Background: an optimization exercise with open tools, aiming at small area, a short achievable clock period and few clock cycles per item. Do not read the settings as production practice.
RTL that was checked went through simulation tests only; none was proved equivalent to the original.
Only the layout flow was run in runs 2 and 3; the RTL was not checked for function there.
Power figures rest on the tool's default switching activity, not on a simulated workload.

==> design.v <==
`default_nettype none
package lbm_pkg;
  localparam int q_dirs = 9;
endpackage
`default_nettype wire
`default_nettype none
module moment_add #(
  parameter int W = 33
) (
  input  logic [W-1:0] a,
  input  logic [W-1:0] b,
  input  logic         cin,
  output logic [W-1:0] s,
  output logic         cout
);
  localparam int N  = W + 1;
  localparam int LV = $clog2(N);
  logic [N-1:0] gi, pi, g, p, gn, pn;
  always_comb begin
    gi = {a & b, cin};
    pi = {a ^ b, 1'b0};
    g  = gi;
    p  = pi;
    for (int l = 0; l < LV; l++) begin
      gn = g;
      pn = p;
      for (int i = 0; i < N; i++) begin
        if (i >= (1 << l)) begin
          gn[i] = g[i] | (p[i] & g[i - (1 << l)]);
          pn[i] = p[i] & p[i - (1 << l)];
        end
      end
      g = gn;
      p = pn;
    end
    s    = pi[N-1:1] ^ g[N-2:0];
    cout = g[N-1];
  end
endmodule
module moment_add_bk #(
  parameter int W = 33
) (
  input  logic [W-1:0] a,
  input  logic [W-1:0] b,
  input  logic         cin,
  output logic [W-1:0] s,
  output logic         cout
);
  localparam int N  = W + 1;
  localparam int LV = $clog2(N);
  logic [N-1:0] gi, pi;
  logic [N-1:0] g, p;
  logic [N-1:0] gn, pn;
  always_comb begin
    gi = {a & b, cin};
    pi = {a ^ b, 1'b0};
    g  = gi;
    p  = pi;
    for (int l = 1; l <= LV; l++) begin
      gn = g;
      pn = p;
      for (int i = 0; i < N; i++) begin
        if (((i + 1) % (1 << l)) == 0) begin
          gn[i] = g[i] | (p[i] & g[i - (1 << (l - 1))]);
          pn[i] = p[i] & p[i - (1 << (l - 1))];
        end
      end
      g = gn;
      p = pn;
    end
    for (int l = LV - 1; l >= 1; l--) begin
      gn = g;
      pn = p;
      for (int i = 0; i < N; i++) begin
        if (((i + 1) % (1 << l)) == (1 << (l - 1)) && i >= (1 << l)) begin
          gn[i] = g[i] | (p[i] & g[i - (1 << (l - 1))]);
          pn[i] = p[i] & p[i - (1 << (l - 1))];
        end
      end
      g = gn;
      p = pn;
    end
    s    = pi[N-1:1] ^ g[N-2:0];
    cout = g[N-1];
  end
endmodule
`default_nettype wire
`default_nettype none
module fp_divider (
  input  logic               clock_50,
  input  logic               m_idle,
  input  logic               m_abs,
  input  logic               m_step,
  input  logic               m_fin,
  input  logic               n_acc,      
  input  logic               n_abs,
  input  logic               n_step,
  input  logic               n_fin,
  input  logic               full,       
  input  logic               hi_en,      
  input  logic               zero_div,
  input  logic               sa_low,     
  input  logic               sa_step,    
  input  logic               sb_term,    
  input  logic               sb_rho,     
  input  logic               sb_low,     
  input  logic               acc_sub_next,  
  input  logic [31:0]        term,
  input  logic signed [31:0] rho,
  output logic               short_ok,   
  output logic               neg,        
  output logic               ovf,
  output logic [31:0]        quotient
);
  logic [31:0] rem;
  logic [32:0] low;
  logic        x;          
  logic        mag_small;  
  logic        sgn;
  logic        hi;
  logic        r_ovf;      
  logic [32:0] op_a;
  logic [32:0] op_b;
  logic [32:0] sum;
  logic        cout;
  logic        qbit;
  logic        too_big;
  assign neg = sgn ^ rho[31];
  assign op_a = ({1'b0, low[31:0]} & {33{sa_low}})
              | ({rem, low[32]}    & {33{sa_step}});
  assign op_b = (({term[31], term} & {33{sb_term}})
              |  ({rho[31], rho}   & {33{sb_rho}})
              |  (low              & {33{sb_low}})) ^ {33{x}};
  moment_add #(.W(33)) i_add (
    .a    (op_a),
    .b    (op_b),
    .cin  (x),
    .s    (sum),
    .cout (cout)
  );
  assign qbit     = ~sum[32];
  assign short_ok = mag_small && !r_ovf && (low[17:0] != '1);
  assign too_big  = hi || low[32] || (low[31] && (!neg || (low[30:0] != '0)));
  always_ff @(posedge clock_50) begin
    if (m_abs) rem <= full ? 32'b0 : {sum[26:0], 5'b0};
    else       rem <= sum[31:0];
    if (m_idle || (m_abs && !full) || (m_fin && (zero_div || too_big))) begin
      low <= '0;
    end else if (m_step) begin
      low <= {low[31:0], qbit};
    end else begin
      low <= {1'b0, sum[31:0]};
    end
    x <= (n_acc && acc_sub_next)
      || (n_abs && sum[31])
      || (n_step && (m_abs ? !rho[31] : qbit ^ rho[31]))
      || (n_fin && neg);
    if (m_abs) begin
      sgn       <= low[31];
      mag_small <= (low[31:26] == 6'b0) || (low[31:25] == 7'h7f);
    end
    if (m_abs) r_ovf <= 1'b0;
    else if (m_step && (sum[32] != sum[31])) r_ovf <= 1'b1;
    if (m_abs) hi <= 1'b0;
    else if (m_step && hi_en && qbit) hi <= 1'b1;
    if (m_idle) ovf <= 1'b0;
    else if (m_fin) ovf <= !zero_div && too_big;
  end
  assign quotient = low[31:0];
endmodule
`default_nettype wire
`default_nettype none
module lbm_moments #(
  parameter int DATA_WIDTH = 32,
  parameter int FRAC_BITS  = 24
) (
  input  logic                          clock_50,
  input  logic                          arst_n,
  input  logic                          req,
  input  logic [lbm_pkg::q_dirs*DATA_WIDTH-1:0]  fin,
  output logic                          ack,
  output logic signed [DATA_WIDTH-1:0]  rho,
  output logic signed [DATA_WIDTH-1:0]  ux,
  output logic signed [DATA_WIDTH-1:0]  uy,
  output logic                          dbz,
  output logic                          ovf_x,
  output logic                          ovf_y
);
  logic        m_idle, m_acc, m_abs, m_step, m_fin, m_ack;
  logic        n_idle, n_acc, n_abs, n_step, n_fin, n_ack;
  logic        full;
  logic [5:0]  cnt;
  logic        last_step;
  logic        redo;
  logic        done_pos;
  logic        sa_low, sa_step, sb_rho, sb_low;
  logic        sbt_x, sbt_y;
  logic [8:1]  tsel;
  logic [8:1]  nsel;
  logic [31:0] term;
  logic [31:0] term_next;
  logic        px_en_n, px_sub_n, py_en_n, py_sub_n;
  logic [31:0] rho_r;
  logic        dbz_r;
  logic        ok_x, ok_y;
  logic        neg_x, neg_y;
  logic        hi_en;
  logic [31:0] ux_q, uy_q;
  logic [31:0] rho_sum;
  assign ack = m_ack;
  assign rho = rho_r;
  assign dbz = dbz_r;
  assign ux  = ux_q;
  assign uy  = uy_q;
  assign nsel = m_idle ? 8'b0000_0001 : {tsel[7:1], 1'b0};
  always_comb begin
    term_next = '0;
    for (int i = 1; i <= 8; i++) begin
      term_next = term_next | (fin[32*i +: 32] & {32{nsel[i]}});
    end
  end
  assign px_en_n  = nsel[1] | nsel[3] | nsel[5] | nsel[6] | nsel[7] | nsel[8];
  assign px_sub_n = nsel[3] | nsel[6] | nsel[7];
  assign py_en_n  = nsel[2] | nsel[4] | nsel[5] | nsel[6] | nsel[7] | nsel[8];
  assign py_sub_n = nsel[4] | nsel[7] | nsel[8];
  assign last_step = full ? (cnt == 6'd57) : (cnt == 6'd19);
  assign redo      = !full && !(ok_x && ok_y);
  assign done_pos  = !full && !neg_x && !neg_y;
  assign hi_en     = full && (cnt <= 6'd24);
  always_comb begin
    n_idle = m_idle && !req || m_ack && !req || m_step && last_step && redo;
    n_acc  = m_idle && req || m_acc && !tsel[8];
    n_abs  = m_acc && tsel[8];
    n_step = m_abs || m_step && !last_step;
    n_fin  = m_step && last_step && !redo && !done_pos;
    n_ack  = m_step && last_step && !redo && done_pos || m_fin || m_ack && req;
  end
  fp_divider div_ux (
    .clock_50     (clock_50),
    .m_idle       (m_idle),
    .m_abs        (m_abs),
    .m_step       (m_step),
    .m_fin        (m_fin),
    .n_acc        (n_acc),
    .n_abs        (n_abs),
    .n_step       (n_step),
    .n_fin        (n_fin),
    .full         (full),
    .hi_en        (hi_en),
    .zero_div     (dbz_r),
    .sa_low       (sa_low),
    .sa_step      (sa_step),
    .sb_term      (sbt_x),
    .sb_rho       (sb_rho),
    .sb_low       (sb_low),
    .acc_sub_next (px_sub_n),
    .term         (term),
    .rho          (rho_r),
    .short_ok     (ok_x),
    .neg          (neg_x),
    .ovf          (ovf_x),
    .quotient     (ux_q)
  );
  fp_divider div_uy (
    .clock_50     (clock_50),
    .m_idle       (m_idle),
    .m_abs        (m_abs),
    .m_step       (m_step),
    .m_fin        (m_fin),
    .n_acc        (n_acc),
    .n_abs        (n_abs),
    .n_step       (n_step),
    .n_fin        (n_fin),
    .full         (full),
    .hi_en        (hi_en),
    .zero_div     (dbz_r),
    .sa_low       (sa_low),
    .sa_step      (sa_step),
    .sb_term      (sbt_y),
    .sb_rho       (sb_rho),
    .sb_low       (sb_low),
    .acc_sub_next (py_sub_n),
    .term         (term),
    .rho          (rho_r),
    .short_ok     (ok_y),
    .neg          (neg_y),
    .ovf          (ovf_y),
    .quotient     (uy_q)
  );
  moment_add_bk #(.W(32)) i_rho_add (
    .a    (rho_r),
    .b    (term),
    .cin  (1'b0),
    .s    (rho_sum),
    .cout ()
  );
  always_ff @(posedge clock_50) begin
    if (m_idle) rho_r <= fin[0 +: 32];
    else        rho_r <= rho_sum;
    term <= term_next;
    tsel <= nsel;
    if (m_abs) dbz_r <= (rho_r == '0);
    if (m_abs) cnt <= 6'd1;
    else       cnt <= cnt + 6'd1;
    sa_low  <= n_acc;
    sa_step <= n_step;
    sb_rho  <= n_step;
    sb_low  <= n_abs || n_fin || n_ack;
    sbt_x   <= n_acc && px_en_n;
    sbt_y   <= n_acc && py_en_n;
  end
  always_ff @(posedge clock_50 or negedge arst_n) begin
    if (!arst_n) begin
      m_idle <= 1'b1;
      m_acc  <= 1'b0;
      m_abs  <= 1'b0;
      m_step <= 1'b0;
      m_fin  <= 1'b0;
      m_ack  <= 1'b0;
      full   <= 1'b0;
    end else begin
      m_idle <= n_idle;
      m_acc  <= n_acc;
      m_abs  <= n_abs;
      m_step <= n_step;
      m_fin  <= n_fin;
      m_ack  <= n_ack;
      if (m_step && last_step) full <= redo;
    end
  end
endmodule
`default_nettype wire
==> flow/run.sh <==
#!/bin/bash
set -e
cp standard.sh standard.sh.txt
export BUFFER_PORTS_ARGS="-buffer_cell sky130_fd_sc_hd__buf_1"
export CTS_ARGS="-sink_clustering_enable -repair_clock_nets -dont_use_dummy_load"
bash standard.sh > standard.log 2>&1
==> standard.sh <==
#!/bin/bash
# synth_recipe.tcl (not shown) runs the flow's synth.tcl, then flattens the netlist and writes it again
# the make line also repeats each setting of config.mk as NAME=value (left out here)
make -C /OpenROAD-flow-scripts/flow DESIGN_CONFIG=/design/flow/config.mk WORK_HOME=/design/flow/orfs CLKGATE_MAP_FILE= SYNTH_SCRIPT=/design/flow/synth_recipe.tcl "${@:-finish}"
==> config.mk <==
export PLATFORM = sky130hd
export DESIGN_NAME = lbm_moments
export DESIGN_NICKNAME = lbm_moments
export VERILOG_FILES = /design/flow/design.v
export SDC_FILE = /design/flow/constraint.sdc
export NUM_CORES = 4
export LEC_CHECK = 0
export ABC_CLOCK_PERIOD_IN_PS = 3000
export CAP_MARGIN = 20
export CORE_MARGIN = 2
export CORE_UTILIZATION = 40
export GPL_ROUTABILITY_DRIVEN = 0
export PLACE_DENSITY = 0.5
export SETUP_SLACK_MARGIN = 5
export SLEW_MARGIN = 20
export TNS_END_PERCENT = 0
==> constraint.sdc <==
create_clock -name core_clock -period 8.0 [get_ports {clock_50}]
set_input_delay 1.6000 -clock core_clock [delete_from_list [all_inputs] [get_ports {clock_50}]]
set_output_delay 1.6000 -clock core_clock [all_outputs]
set_load 0.01 [all_outputs]
==> notes.md, run 1 <==
Outcome:
- The run finished with no timing, DRC or antenna violations.

Worst setup path:
- The worst path required time is 8450 ps.
- The highest cell delay on the worst timing path is roughly 700 ps.
- Counting cells, the worst reg-to-reg path comes to 10.
- The setup path with the least slack is of type reg2reg.
- The worst setup path is captured at a flop.
- Across all register-to-register paths, the minimum setup slack is between 4000 and 5000 ps.
- Walking the worst path, the cells encountered are ha_1 -> nand4_1 -> nor2b_1 -> nand2_1 -> o41a_1 -> o21ba_2 -> a21oi_1 -> a31oi_1 -> xnor2_1 -> mux2_2.
- The data arrival time of the critical path is 4150 ps.
- The worst-path cell with the longest stage delay is sky130_fd_sc_hd__dfxtp_1.
- Of all nets on the critical path, the largest fanout is 6.
- The element type at the critical path start is a flop.

Power:
- The maximum VDD drop is approximately 0.16 mV.
- For this design the ratio of total power to cell area is 537 nW/um2.
- The analysis attributes to cell leakage a power of about 0.0074 uW.

Synth:
- The share of flip-flops with an asynchronous set or reset after synthesis is about 3.0%.
- The mapped netlist covers 15,800 um2.
- The number of distinct library cells after synthesis is slightly above 70.
- The number of nets handed over by synthesis was 2,236.
- The mean post-synth cell area is roughly 8.6 um2.
- The part of the Yosys area used for sequential elements is between 30% and 40%.
- The number of register bits inferred by synthesis is about 230.
- The count of flip-flops with a built-in enable after synthesis is 5.
- The cell count after synthesis is 1,833.
- The dominant synthesized flop cell is sky130_fd_sc_hd__dfxtp_1.
- The count of synthesis-stage warnings from yosys is 4.

Layout:
- The core occupancy in the finished layout is between 40% and 50%.
- The net count reported at finish is around 2,500.
- The relative area change from synthesis to final layout is 17.1%.
- The non-filler instance count after layout is roughly 2,600.
- The library cell used most frequently in the layout, excluding fill and tap cells, is sky130_fd_sc_hd__buf_1.
- The number of inserted filler cells in the final layout is between 3,000 and 4,000.
- In the layout the commonest cells are 390 x sky130_fd_sc_hd__buf_1, 207 x sky130_fd_sc_hd__dfxtp_1, 143 x sky130_fd_sc_hd__nor2_1, 117 x sky130_fd_sc_hd__a21oi_1, 113 x sky130_fd_sc_hd__xnor2_1.
- Summing all non-filler instances in the final layout gives an area of around 18,000 um2.
- The share of layout cells above drive strength 1 is between 8 and 9%.

Drt:
- The number of vias after detailed routing is between 15,000 and 20,000.
- The number of remaining DRC errors is 0.
- The wire length reported by the detailed router is ~73 mm.
- Dividing the detail-routed wire length by the instance count gives roughly 28 um.
- For this block, the initial DRC count from the detailed router was between 1,500 and 2,000.
- The mean number of vias per cell is 6.23.
- The number of iterations in the first detailed-routing pass is 9.
- The residual antenna-violating net count after detailed routing is 0.

Run:
- The max capacitance violation total is 0.

Place:
- Including well taps, the total number of placed cells is around 2,600.
- The count of buffers added on input and output ports is 390.
- Once placement finished, the instance area stood at around 17,000 um2.
- Before CTS, the worst setup slack after placement is 3360 ps.
- Once detailed placement completed, the half-perimeter wirelength came to 54.3 mm.

Clock network:
- The number of buffers on the longest clock path is 3.
- The clock tree root buffer cell is sky130_fd_sc_hd__clkbuf_16.
- The clock reaches the later pin of the worst-skew pair after 560 ps.
- For this design, the CTS-stage hold fixing added 0 buffers.
- CTS built an H-tree with a depth of 1.
- The TritonCTS clock tree is done.
- The CTS buffer count is 28.
- Clock tree synthesis found a total of about 230 sinks.
- After clock tree synthesis, the clock-pin slew on the worst setup and hold paths is approximately 60 ps.

Timing:
- The worst max-slew margin expressed relative to the limit is a little over a quarter.
- The max-slew violation count is 0.
- Setup repair after global routing could not meet its margin everywhere.
- Setup violations remaining at the end of the flow were counted as 0.
- After layout, the worst path uses 46.3% of the clock period.
- Clock skew on the completed layout was measured at ~30 ps.
- The total count of hold-check failures in the final report is 0.
- At the pin with the least slew margin, the transition time is 1110 ps.
- The achievable frequency is 270 MHz.
- The final setup TNS is 0 ps.
- Once routing completed, OpenROAD measured the worst setup slack at 4290 ps.
- The smallest clock period supported by the final layout is computed as around 3700 ps.

GRT:
- The number of global-route vias before repair is ~16,000.
- Entering global routing, the biggest net connects between 80 and 90 pins.
- The overall fraction of global-route tracks in use is around a third.
- The first global-routing pass estimated 105 mm of wire.
- Global routing finished with a remaining overflow of 0.
- The initial antenna violation count came to 1.

Min path:
- The type of the most critical hold path is reg2reg.
- The worst hold path was traced through 2 stages.

Floorplan:
- The die is between 200 and 250 um wide.
- The top-level port count is 391.
- The row count is 72.
- The area of the die is 41,000 um2.
- The region available for standard cell placement spans ~39,000 um2.
- The effective utilization at floorplan is 40.7%.
- In this run the vertical extent of the chip is 202 um.
==> cell type report <==
class / count / area, um2 / area share [%]
inverters: 28 / 105 / 0.570
diodes: 1 / 2.50 / 0.0136
well taps: 518 / 648 / 3.51
repair buffers: 443 / 2010 / 10.9
multi-input cells: 1382 / 10200 / 55.2
flip-flops and latches: 233 / 4790 / 26.0
clock buffers: 28 / 701 / 3.80
==> registers in the layout, summed over array words and instances (netlist names), 6 cells and up <==
signal,cells
cnt,6
div_ux.low,33
div_ux.rem,32
div_uy.low,33
div_uy.rem,32
rho_r,32
term,32
tsel,8
==> repair_timing <==
| item | CTS | global route |
|---|---|---|
| setup endpoints to repair | 165 | 154 |
| gates resized for setup | 43 | 17 |
| gates cloned | 1 | 1 |
| setup buffers | 23 | 9 |
| pin swaps | 21 | 27 |
==> per-layer routing <==
layer  GRT usage, %  wire, um
met1           44.0     29400
met5              0         0
met4           15.3      3550
met2           56.9     34300
met3           5.51      5650
==> critical path, delay by kind of cell (launching register included) <==
family,cells,cell delay (ps)
xor+xnor,1,250
simple gates,3,700
fa+ha+maj,1,260
mux,1,300
compound gates,4,1380
flops,1,700
==> synthesized netlist by cell type, types with 3 or more instances <==
library cell	count	area share, %
sky130_fd_sc_hd__dfxtp_1	221	28
sky130_fd_sc_hd__nor2_1	144	3.4
sky130_fd_sc_hd__a21oi_1	124	3.9
sky130_fd_sc_hd__xnor2_1	115	6.4
sky130_fd_sc_hd__clkbuf_1	104	2.5
sky130_fd_sc_hd__a22o_1	100	5.6
sky130_fd_sc_hd__nand2_1	100	2.4
sky130_fd_sc_hd__ha_1	97	7.7
sky130_fd_sc_hd__o22ai_1	66	2.6
sky130_fd_sc_hd__a22oi_1	65	3.1
sky130_fd_sc_hd__buf_4	64	3.0
sky130_fd_sc_hd__a222oi_1	62	3.9
sky130_fd_sc_hd__a21o_1	54	2.6
sky130_fd_sc_hd__nand3_1	54	1.7
sky130_fd_sc_hd__o21ai_0	52	1.7
sky130_fd_sc_hd__xor2_1	39	2.2
sky130_fd_sc_hd__a221oi_1	37	2.1
sky130_fd_sc_hd__inv_1	28	0.67
sky130_fd_sc_hd__nand4_1	24	0.95
sky130_fd_sc_hd__nor4_1	21	0.83
sky130_fd_sc_hd__nor2b_1	20	0.79
sky130_fd_sc_hd__buf_1	19	0.45
sky130_fd_sc_hd__nor3_1	18	0.57
sky130_fd_sc_hd__mux2_2	17	1.2
sky130_fd_sc_hd__fa_1	15	1.9
sky130_fd_sc_hd__o21a_1	15	0.71
sky130_fd_sc_hd__a31oi_1	11	0.44
sky130_fd_sc_hd__and2_1	10	0.40
sky130_fd_sc_hd__nand2b_1	10	0.40
sky130_fd_sc_hd__o21ai_1	10	0.32
sky130_fd_sc_hd__and3_1	9	0.36
sky130_fd_sc_hd__and4_1	9	0.50
sky130_fd_sc_hd__a211oi_1	8	0.38
sky130_fd_sc_hd__o211ai_1	8	0.38
sky130_fd_sc_hd__o21bai_1	8	0.38
sky130_fd_sc_hd__nand3b_1	7	0.33
sky130_fd_sc_hd__dfrtp_1	6	0.95
sky130_fd_sc_hd__a41oi_1	5	0.28
sky130_fd_sc_hd__edfxtp_1	5	0.95
sky130_fd_sc_hd__or3_1	5	0.20
sky130_fd_sc_hd__o221ai_1	4	0.22
sky130_fd_sc_hd__o31ai_1	3	0.14
==> final timing paths <==
path,startpoint,to
hold reg to reg,div_ux.hi,div_ux.hi
hold / removal,div_ux.hi,div_ux.hi
min in group asynchronous,arst_n,m_step
setup / recovery,rho_r[19],rho_r[31]
setup reg to reg,rho_r[19],rho_r[31]
max in group asynchronous,arst_n,m_step
==> metrics by stage <==
| step | hold WS (ps) | total power, uW |
|---|---|---|
| after floorplan | 424 | 6640 |
| after global placement | 455 | 8350 |
| after detailed placement | 463 | 8390 |
| after CTS | 474 | 9730 |
| after global routing | 502 | 10600 |
| final | 476 | 9910 |
==> logic make-up after synthesis <==
group                      synth area share [%]
AOI/OAI and AO/OA                          30.2
buffers and inverters                      6.78
muxes                                      1.21
and+or+nand+nor                            13.4
adders and majority gates                  9.61
xor gates and xnor gates                   8.66
DFF                                        30.1
==> where the power goes <==
group,internal (uW),switching [uW]
clock network,608,476
registers,1790,1040
logic,2520,3480
total,4910,4990
Testbench counts, summed over its fixed seeds: cycles 11,803, items 384.
==> run 2: changes to the inputs <==
--- a/design.v
+++ b/design.v
@@ -116,4 +116,7 @@
   logic [32:0] low;
   logic        x;          
+  logic        x_step;     
+  logic        x_use;      
+  logic        x_misc;     
   logic        mag_small;  
   logic        sgn;
@@ -127,4 +130,5 @@
   logic        too_big;
   assign neg = sgn ^ rho[31];
+  assign x = (x_step && x_use) || x_misc;
   assign op_a = ({1'b0, low[31:0]} & {33{sa_low}})
               | ({rem, low[32]}    & {33{sa_step}});
@@ -152,8 +156,9 @@
       low <= {1'b0, sum[31:0]};
     end
-    x <= (n_acc && acc_sub_next)
-      || (n_abs && sum[31])
-      || (n_step && (m_abs ? !rho[31] : qbit ^ rho[31]))
-      || (n_fin && neg);
+    x_step <= n_abs ? sum[31] : (qbit ^ rho[31]);
+    x_use  <= n_abs || (n_step && !m_abs);
+    x_misc <= (n_acc && acc_sub_next)
+           || (n_step && m_abs && !rho[31])
+           || (n_fin && neg);
     if (m_abs) begin
       sgn       <= low[31];
--- a/config.mk
+++ b/config.mk
@@ -10,6 +10,4 @@
 export CORE_MARGIN = 2
 export CORE_UTILIZATION = 40
-export GPL_ROUTABILITY_DRIVEN = 0
-export PLACE_DENSITY = 0.5
 export SETUP_SLACK_MARGIN = 5
 export SLEW_MARGIN = 20
==> run 2 against run 1 <==
Still clean. Register-to-register slack lost 60 ps. Synthesized area grew 1.5%. Design area increased by 3.0%. Die area up 1.5%. Flip-flop and latch count grew 3. Critical path type unchanged. Largest power group unchanged.
==> notes.md, run 2 <==
Timing:
- The post-route clock skew is roughly 50 ps.
- Setup repair after global routing could not meet its margin everywhere.
- At the pin with the least slew margin, the transition time is between 900 and 1000 ps.
- The total count of hold-check failures in the final report is 0.
- Based on the critical path, the design can be clocked at up to about 270 MHz.
- The max-slew violation count is 0.
- The worst pin sits at a relative slew slack of approximately a third.
- The final setup TNS is 0 ps.
- After layout, the minimum clock period comes to between 3000 and 4000 ps.
- The final worst-path cycle share is about 47%.
- Setup violations remaining at the end of the flow were counted as 0.

Layout:
- The count of cells in the finished layout, fillers not included, comes to between 2,000 and 3,000.
- In the final layout, the registers with the most flip-flops are div_ux.low: 33 flops, div_uy.low: 33 flops.
- The net count of the finished layout is about 2,600.
- The library cell used most frequently in the layout, excluding fill and tap cells, is sky130_fd_sc_hd__buf_1.
- Compared with the post-synthesis result, the final layout area differs by 18.8%.
- The top cell types in the final layout, fill and taps aside, are 390 x sky130_fd_sc_hd__buf_1, 213 x sky130_fd_sc_hd__dfxtp_1, 169 x sky130_fd_sc_hd__nor2_1, 121 x sky130_fd_sc_hd__nand2_1, 119 x sky130_fd_sc_hd__a21oi_1.
- The share of layout cells above drive strength 1 is under 10%.
- The filler cells instantiated in the layout total 4,063.

Worst setup path:
- The signal on the critical path passes through buf_4 -> bufbuf_16 -> a222oi_1 -> xor2_1 -> ha_2 -> a21o_1 -> a21o_1 -> a21oi_1 -> nand3b_1 -> o221ai_2 -> xnor2_2 -> buf_4 -> xor2_1 -> a21o_1.
- The highest net fanout along the worst path is 35.
- The startpoint-to-endpoint class of the critical path is reg2reg.
- The origin of the worst setup path is sa_step.
- The worst setup path is captured at a flop.
- The data arrival time of the critical path is between 4000 and 5000 ps.
- The launch point of the worst reg-to-reg path is sa_step.
- The element type at the critical path start is a flop.
- The highest cell delay on the worst timing path is ~550 ps.
- Counting stages on the worst path, the most repeated cell is sky130_fd_sc_hd__a21o_1.
- STA puts the critical path data required time at around 8500 ps.
- The worst-path cell with the longest stage delay is sky130_fd_sc_hd__a222oi_1.

Synth:
- Sorting the synthesized cells by how often they occur yields 224 x sky130_fd_sc_hd__dfxtp_1, 169 x sky130_fd_sc_hd__nor2_1, 134 x sky130_fd_sc_hd__a21oi_1.
- The most common cell in the synthesized netlist is sky130_fd_sc_hd__dfxtp_1.
- The proportion of netlist area held by the largest area contributor is 28.0%.
- The count of synthesis-stage warnings from yosys is 4.
- The post-synthesis instance area is 16,000 um2.
- Of all cell types, the one taking the most synthesized area is sky130_fd_sc_hd__dfxtp_1.
- Averaged over all synthesized cells, the footprint is between 8 and 9 um2.
- The dominant synthesized flop cell is sky130_fd_sc_hd__dfxtp_1.
- Sequential elements use 30.1% of the synthesized area.
- The simple-gate area share of the yosys netlist is ~13%.
- In the post-synthesis netlist, the biggest area contributors are sky130_fd_sc_hd__dfxtp_1 28%, sky130_fd_sc_hd__ha_1 7.6%, sky130_fd_sc_hd__xor2_1 6.2%, sky130_fd_sc_hd__a22o_1 5.3%, sky130_fd_sc_hd__a21oi_1 4.2%.
- The cell count after synthesis is roughly 1,900.
- The share of flip-flops with an asynchronous set or reset after synthesis is under 10%.
- The post-synthesis share of cell area spent on xor and xnor gates is under 10%.
- When the netlist entered floorplanning its net count stood at between 2,000 and 2,500.
- After synthesis, the largest family of logic cells by area is compound AO/OA/AOI/OAI gates.
- The synthesized netlist devotes approximately 30% of its cell area to compound gates.
- The count of flip-flops with a built-in enable after synthesis is 5.
- Counting distinct cell types in the post-synthesis netlist gives 66.
- Multiplexer cells account for 1.06% of the synthesized area.
- The synthesized-area fraction occupied by adder cells is approximately a tenth.
- In this run, synthesis produced a sequential element count of between 200 and 250.

Place:
- The total of buffers placed on input and output ports is about 400.
- Counting tap cells, the placed design contains a total of 2,646 instances.
- The congestion estimate from routability-driven global placement came to 1.03.
- The final HPWL from detailed placement is between 60 and 70 mm.

Clock network:
- After clock tree synthesis, the flow added hold-fix buffers numbering 0.
- Clock tree synthesis inserted a total of 30 buffers.
- TritonCTS built the clock tree.
- For the worst-skew pair, the clock arrives at the later sink with an insertion delay of 590 ps.
- The clock sink count is 236.
- Clock tree synthesis selected as its root buffer the cell sky130_fd_sc_hd__clkbuf_16.
- The number of buffers on the longest clock path is 3.
- CTS built an H-tree with a depth of 1.
- The clock-pin slew reported for the worst setup and hold paths after clock tree synthesis is 60 ps.

Floorplan:
- The die covers between 40,000 and 50,000 um2.
- The row count is 73.
- The core region is roughly 40,000 um2.
- The die is 204 um tall.
- Once the floorplan was initialized, standard cells occupied 40.4% of the core.
- For this design the top-level I/O count stands at 391.
- The die width is roughly 200 um.

Run:
- The max capacitance violation total is 0.

Min path:
- The type of the most critical hold path is reg2reg.
- The hold path startpoint is cnt[0].

Drt:
- The residual antenna-violating net count after detailed routing is 0.
- The iteration-0 DRC count of the detailed router is about 2,200.
- The final layout contains routed wiring with a total length of roughly 80 mm.
- The routed layout has 17,443 vias.
- The routed length per placed instance is a little under 30 um.
- The mean number of vias per cell is roughly 6.4.
- The number of remaining DRC errors is 0.
- The pre-antenna-repair detailed-routing pass consisted of 12 iterations.

Outcome:
- The run finished with no timing, DRC or antenna violations.

GRT:
- The pin count of the biggest net entering global routing is 70.
- The number of global-route vias before repair is between 15,000 and 20,000.
- The total overflow reported by the global router is 0.
- The overall fraction of global-route tracks in use is 37.4%.
- The first-pass GRT wire length is 114 mm.
- The initial antenna violation count is 13.

Power:
- Power spread over the standard cell area amounts to ~560 nW/um2.
- The leakage power of the design is about 0.0074 uW.
- The worst-case IR drop observed on VDD is 0.196 mV.
## run 2: cell count changes in the layout (fill, tap and decap cells not counted), sizes merged, moves of 22 or more
cell,change
o21ai,+24
inv,+22
nor2,+25
xnor2,-69
nand2,+22
xor2,+73
## run 2: cell families after synthesis
logic type,Yosys count
adders and majority gates,112
and+or+nand+nor,470
AOI/OAI and AO/OA,669
muxes,16
xor gates and xnor gates,159
DFF,236
buffers and inverters,245
## run 2: area by class of cell
cell class | count | area [um2] | area share, %
multi-input combinational | 1426 | 10400 | 54.8
sequential | 236 | 4840 | 25.5
timing repair buffer | 455 | 2110 | 11.1
clock buffer | 30 | 751 | 3.95
tap | 525 | 657 | 3.45
inverter | 50 | 188 | 0.987
antenna | 15 | 37.5 | 0.197
## run 2: path summary, 6_finish.rpt
check	end	slack, ps	cells past startpoint
max in group asynchronous	m_abs	6740	1
setup / recovery	div_ux.x_step	4240	14
hold reg to reg	cnt[0]	450	1
setup reg to reg	div_ux.x_step	4240	14
hold / removal	cnt[0]	450	1
min in group asynchronous	m_step	920	1
## run 2: per-stage QoR
stage | cell area (um2) | util, % | total power, uW | hold WS [ps] | setup WS [ps]
after global routing | 19000 | 47.9 | 11300 | 477 | 4140
after global placement | 17400 | 43.8 | 8740 | 423 | 3180
final | 19000 | 48.0 | 10600 | 446 | 4240
after floorplan | 16000 | - | 6800 | 400 | 4550
after detailed placement | 17400 | 43.9 | 8760 | 434 | 3170
after CTS | 18600 | 47.0 | 10200 | 448 | 4290
## run 2: worst max-delay path, delay by kind of cell (launching register included)
| kind | cells | cell delay [ps] |
|---|---|---|
| xor+xnor | 3 | 510 |
| fa+ha+maj | 1 | 380 |
| compound gates | 6 | 1540 |
| buf+inv | 3 | 660 |
| flops | 1 | 390 |
| simple gates | 1 | 170 |
## run 2: metal layers
layer	wire (um)	vias up	global-route usage, %
met5	69	-	2.26
met4	5430	10	22.4
met3	8520	241	9.20
met2	34900	1163	56.2
met1	31700	8342	48.2
li1	-	7687	-
## run 2: what timing repair did
item,4_1_cts,5_1_grt
gates resized for setup,55,47
setup endpoints to repair,166,165
pin swaps,24,41
cloned,3,0
buffers inserted,22,21
## run 2: power by group
group          internal, uW  total, uW  switching [uW]  leakage, uW
sequential             1810       2880            1080      0.00200
clock                   649       1160             510     0.000370
combinational          2690       6590            3910      0.00505
==> run 3: changes to the inputs <==
--- a/design.v
+++ b/design.v
@@ -116,7 +116,4 @@
   logic [32:0] low;
   logic        x;          
-  logic        x_step;     
-  logic        x_use;      
-  logic        x_misc;     
   logic        mag_small;  
   logic        sgn;
@@ -130,5 +127,4 @@
   logic        too_big;
   assign neg = sgn ^ rho[31];
-  assign x = (x_step && x_use) || x_misc;
   assign op_a = ({1'b0, low[31:0]} & {33{sa_low}})
               | ({rem, low[32]}    & {33{sa_step}});
@@ -156,9 +152,8 @@
       low <= {1'b0, sum[31:0]};
     end
-    x_step <= n_abs ? sum[31] : (qbit ^ rho[31]);
-    x_use  <= n_abs || (n_step && !m_abs);
-    x_misc <= (n_acc && acc_sub_next)
-           || (n_step && m_abs && !rho[31])
-           || (n_fin && neg);
+    x <= (n_acc && acc_sub_next)
+      || (n_abs && sum[31])
+      || (n_step && (m_abs ? !rho[31] : qbit ^ rho[31]))
+      || (n_fin && neg);
     if (m_abs) begin
       sgn       <= low[31];
@@ -199,6 +194,6 @@
   logic        redo;
   logic        done_pos;
-  logic        sa_low, sa_step, sb_rho, sb_low;
-  logic        sbt_x, sbt_y;
+  logic        sa_low_x, sa_step_x, sb_rho_x, sb_low_x, sbt_x;
+  logic        sa_low_y, sa_step_y, sb_rho_y, sb_low_y, sbt_y;
   logic [8:1]  tsel;
   logic [8:1]  nsel;
@@ -254,9 +249,9 @@
     .hi_en        (hi_en),
     .zero_div     (dbz_r),
-    .sa_low       (sa_low),
-    .sa_step      (sa_step),
+    .sa_low       (sa_low_x),
+    .sa_step      (sa_step_x),
     .sb_term      (sbt_x),
-    .sb_rho       (sb_rho),
-    .sb_low       (sb_low),
+    .sb_rho       (sb_rho_x),
+    .sb_low       (sb_low_x),
     .acc_sub_next (px_sub_n),
     .term         (term),
@@ -280,9 +275,9 @@
     .hi_en        (hi_en),
     .zero_div     (dbz_r),
-    .sa_low       (sa_low),
-    .sa_step      (sa_step),
+    .sa_low       (sa_low_y),
+    .sa_step      (sa_step_y),
     .sb_term      (sbt_y),
-    .sb_rho       (sb_rho),
-    .sb_low       (sb_low),
+    .sb_rho       (sb_rho_y),
+    .sb_low       (sb_low_y),
     .acc_sub_next (py_sub_n),
     .term         (term),
@@ -308,10 +303,14 @@
     if (m_abs) cnt <= 6'd1;
     else       cnt <= cnt + 6'd1;
-    sa_low  <= n_acc;
-    sa_step <= n_step;
-    sb_rho  <= n_step;
-    sb_low  <= n_abs || n_fin || n_ack;
-    sbt_x   <= n_acc && px_en_n;
-    sbt_y   <= n_acc && py_en_n;
+    sa_low_x  <= n_acc;
+    sa_step_x <= n_step;
+    sb_rho_x  <= n_step || n_idle && !m_idle;
+    sb_low_x  <= n_abs || n_fin || n_ack;
+    sbt_x     <= n_acc && px_en_n;
+    sa_low_y  <= n_acc || n_idle;
+    sa_step_y <= n_step || n_idle;
+    sb_rho_y  <= n_step || n_idle && m_idle;
+    sb_low_y  <= n_abs || n_fin || n_ack || n_idle;
+    sbt_y     <= n_acc && py_en_n;
   end
   always_ff @(posedge clock_50 or negedge arst_n) begin
==> run 3 against run 2 <==
Sequential power is essentially flat. Total power is 12% lower. Clock skew down 32 ps. Global-route usage is 3.7 points lower. Design area down 2.7%.
==> notes.md, run 3 <==
Outcome:
- The run finished with no timing, DRC or antenna violations.

Floorplan:
- The die width is 203 um.
- The area of the die is slightly above 40,000 um2.
- The height of the chip is a little over 200 um.
- The core box area is 38,800 um2.
- The effective utilization at floorplan is between 40% and 50%.
- The row count is a little over 70.
- 391 I/O pins were placed.

Timing:
- The max-slew violation count is 0.
- Setup repair after global routing could not meet its margin everywhere.
- The post-route clock skew is approximately 18 ps.
- The smallest setup slack after layout is slightly above 4000 ps.
- The total count of hold-check failures in the final report is 0.
- Setup violations remaining at the end of the flow were counted as 0.
- In this run the tightest slew margin relative to its limit is about two fifths.
- At the pin with the least slew margin, the transition time is between 900 and 1000 ps.
- The final worst-path cycle share is 48.6%.
- The achievable frequency is 257 MHz.
- Subtracting the final worst setup slack from the clock period gives a little under 4000 ps.
- The final setup TNS is 0 ps.

Layout:
- The share of layout cells above drive strength 1 is under 10%.
- From synthesis to final layout, the design area changed by 17.3%.
- The final standard cell area without fillers is roughly 18,000 um2.
- The area of the multi-input gates is around 10,000 um2.
- In the final design database the tool counted ~2,500 nets.
- The largest registers in the layout are div_ux.low: 33 flops, div_uy.low: 33 flops.
- The sequential cells in the finished layout cover a total of 4900 um2.
- For this run, the number of standard cells in the final layout without fillers is ~2,600.
- The top cell types in the final layout, fill and taps aside, are 390 x sky130_fd_sc_hd__buf_1, 211 x sky130_fd_sc_hd__dfxtp_1, 153 x sky130_fd_sc_hd__nor2_1, 111 x sky130_fd_sc_hd__xnor2_1, 105 x sky130_fd_sc_hd__a21oi_1.
- The filler cells instantiated in the layout total approximately 3,900.
- Leaving out fill and tap cells, the most frequent cell in the layout is sky130_fd_sc_hd__buf_1.

Worst setup path:
- The worst register-to-register path has a depth of 14.
- In this run the critical register-to-register path is captured at div_ux.r_ovf.
- The endpoint of the worst setup timing path is div_ux.r_ovf.
- The launch point of the worst reg-to-reg path is sbt_x.
- Data arrives at the worst endpoint at roughly 4300 ps.
- The category of the worst setup path capture point is a flop.
- The worst path required time is 8430 ps.
- The worst setup path is launched from a flop.
- The origin of the worst setup path is sbt_x.
- Along the worst path, the maximum fanout reaches 6.
- The register-to-register setup slack is between 4000 and 5000 ps.
- The startpoint-to-endpoint class of the critical path is reg2reg.

Synth:
- The most common cell in the synthesized netlist is sky130_fd_sc_hd__dfxtp_1.
- The count of synthesis-stage warnings from yosys is 4.
- The synthesized netlist contains 71 unique library cells.
- The share of flip-flops with an asynchronous set or reset after synthesis is 2.94%.
- The synthesized netlist occupies a cell area of ~16,000 um2.
- The number of register bits inferred by synthesis is 238.
- In the synthesized netlist, the cells that appear most often are 226 x sky130_fd_sc_hd__dfxtp_1, 153 x sky130_fd_sc_hd__nor2_1, 116 x sky130_fd_sc_hd__xnor2_1.
- Counting every net in the synthesized netlist gives ~2,200.
- Synthesis handed over a netlist of 1,819 instances.
- The synthesized design contains 5 enable-type register cells.
- Ranked by total cell area, the synthesized netlist is headed by sky130_fd_sc_hd__dfxtp_1 29%, sky130_fd_sc_hd__ha_1 7.7%, sky130_fd_sc_hd__xnor2_1 6.4%, sky130_fd_sc_hd__a22o_1 5.4%, sky130_fd_sc_hd__a222oi_1 3.9%.
- The mean post-synth cell area is slightly below 9 um2.
- Summed over all instances, the cell type with the most area after synthesis is sky130_fd_sc_hd__dfxtp_1.
- The dominant synthesized flop cell is sky130_fd_sc_hd__dfxtp_1.
- Summed over its instances, the top area cell type makes up between 20% and 30% of the synthesized netlist area.
- The part of the Yosys area used for sequential elements is a little under a third.

GRT:
- The initial antenna violation count is 9.
- The first-pass GRT wire length is 104 mm.
- Across every metal layer, demand over resource in global routing totals 33.6%.
- The pin count of the biggest net entering global routing is 71.
- The number of global-route vias before repair was ~16,000.
- Summed over all layers, the global routing overflow is 0.

Power:
- Power comes to 9370 uW.
- In this run the power density over the cells is 507 nW/um2.
- The clock network accounts for a little under an eighth of the total power.
- VDD sags by at most about 0.18 mV.
- The leakage power of the design is between 0.007 and 0.008 uW.
- Net switching is approximately 50% of the power.
- The net switching power is between 4000 and 5000 uW.
- The register share of total power is between 30% and 40%.
- Combinational logic is responsible for slightly below 60% of the overall power.
- The internal power of the cells is 4710 uW.

Place:
- The final HPWL from detailed placement is around 55 mm.
- The setup slack at placement is 3300 ps.
- The congestion estimate from routability-driven global placement came to 0.945.
- The number of placed cells counting well taps is 2,565.
- The total of buffers placed on input and output ports is 390.
- Summing all placed instances gives a cell area of approximately 17,000 um2.

Drt:
- The residual antenna-violating net count after detailed routing is 0.
- The number of iterations in the first detailed-routing pass is 10.
- The wire length reported by the detailed router is 71.7 mm.
- Dividing the detail-routed wire length by the instance count gives between 20 and 30 um.
- The number of remaining DRC errors is 0.
- The first routing iteration left 1,778 violations.
- The routed layout has roughly 16,000 vias.
- The mean number of vias per cell is 6.26.

Clock network:
- The count of H-tree levels built during CTS is 1.
- The TritonCTS clock tree is done.
- After clock tree synthesis, the clock-pin slew on the worst setup and hold paths is ~60 ps.
- The clock sink count is approximately 240.
- The later pin in the worst-skew pair is clocked with a latency of between 500 and 600 ps.
- In this run the deepest clock path goes through 3 buffers.
- The root buffer cell chosen for the clock tree is sky130_fd_sc_hd__clkbuf_16.
- The count of hold buffers inserted by post-cts repair is 0.
- The CTS buffer count is 28.

Min path:
- The tightest min-delay check is of the reg2reg type.

Run:
- Across the run, the number of max-cap violations was 0.
==> run 3: cell families after synthesis <==
family                   Yosys count  share of synthesized area (%)
AO/OA/AOI/OAI                    639                           29.9
AND/OR/NAND/NOR                  432                           12.9
flip-flops                       238                           30.8
buffers and inverters            220                           6.76
XOR/XNOR                         157                           8.72
adder cells (fa/ha/maj)          112                           9.60
multiplexers                      21                           1.45
==> run 3: critical path, cell delays in order, from the launching register on <==
cell	delay, ps
sky130_fd_sc_hd__dfxtp_4	380
sky130_fd_sc_hd__buf_6	140
sky130_fd_sc_hd__a222oi_1	370
sky130_fd_sc_hd__xnor2_1	140
sky130_fd_sc_hd__ha_2	420
sky130_fd_sc_hd__and3_4	240
sky130_fd_sc_hd__a311oi_4	140
sky130_fd_sc_hd__o31ai_4	290
sky130_fd_sc_hd__a41oi_2	170
sky130_fd_sc_hd__a211o_1	390
sky130_fd_sc_hd__o41ai_4	400
sky130_fd_sc_hd__buf_4	190
sky130_fd_sc_hd__xor2_2	160
sky130_fd_sc_hd__nor3_2	60
sky130_fd_sc_hd__a221o_1	250
==> run 3: power groups by stage <==
stage / sequential (uW) / clock [uW] / combinational, uW
2_1_floorplan: 2230 / 0 / 4010
3_3_place_gp: 2840 / 0 / 5000
3_5_place_dp: 2840 / 0 / 5040
4_1_cts: 2820 / 1110 / 5240
5_1_grt: 2880 / 1150 / 5950
6_report: 2860 / 1090 / 5420
==> run 3: worst min-delay path by stage <==
stage / start / endpoint / slack (ps) / cells after the start
after detailed placement: cnt[0] / cnt[0] / 440 / 1
after global placement: cnt[0] / cnt[0] / 430 / 1
after floorplan: cnt[0] / cnt[0] / 410 / 1
after global routing: cnt[0] / cnt[0] / 490 / 1
final: cnt[0] / cnt[0] / 450 / 1
after CTS: cnt[0] / cnt[0] / 460 / 1
==> run 3: cell type report <==
class	count	share of cell area, %
diodes	11	0.149
inverters	36	0.731
well taps	518	3.50
repair buffers	440	10.3
multi-input cells	1361	55.0
clock buffers	28	3.79
flip-flops and latches	238	26.5
==> run 3: repair_timing <==
action	4_1_cts	5_1_grt
cloned	1	0
setup endpoints to repair	152	142
pin swaps	29	32
resized for setup	49	24
buffers inserted	18	9
==> run 3: routing by layer <==
layer	vias to the layer above	global-route usage (%)	share of wire, %
met5	-	0	0
met1	8016	40.9	39
met3	188	4.54	7.7
li1	7421	-	-
met2	855	56.8	47
met4	0	19.7	6.2
==> run 3: through the flow <==
stage / hold slack, ps / utilization [%]
finish: 452 / 47.6
global route: 488 / 47.6
CTS: 462 / 47.1
detailed placement: 443 / 44.3
global placement: 433 / 44.3
floorplan: 409 / -

separate check: timing with driven ports:
In the flow no input, the clock included, has a driving cell. The finished layouts below were timed again as built, in two steps.
Step 1 (the two cells are an assumption about what drives the block):
set clk [get_ports {clock_50}]
set_driving_cell -lib_cell sky130_fd_sc_hd__clkbuf_16 $clk
set_driving_cell -lib_cell sky130_fd_sc_hd__buf_2 [delete_from_list [all_inputs] $clk]
Step 2 adds t to the input delays and takes it off the output delays; t is the mean of the earliest and latest rising clock arrival at the registers after step 1. Input paths then give back, and output paths get back, about the clock's delay inside the block.
Three values: ideal, step 1, step 2; two values: the first two.
| run | shift t [ns] | setup slack, ns | worst slew at a driven data input, ns | cell pins on the clock port's net |
|---|---|---|---|---|
| run 1 | 0.608 | 4.295 / 4.295 / 4.295 | 0.11 | 1 |
| run 2 | 0.624 | 4.239 / 4.239 / 4.239 | 0.20 | 1 |
| run 3 | 0.588 | 4.112 / 4.112 / 4.112 | 0.13 | 1 |
After both steps setup and hold are still met in every run listed.
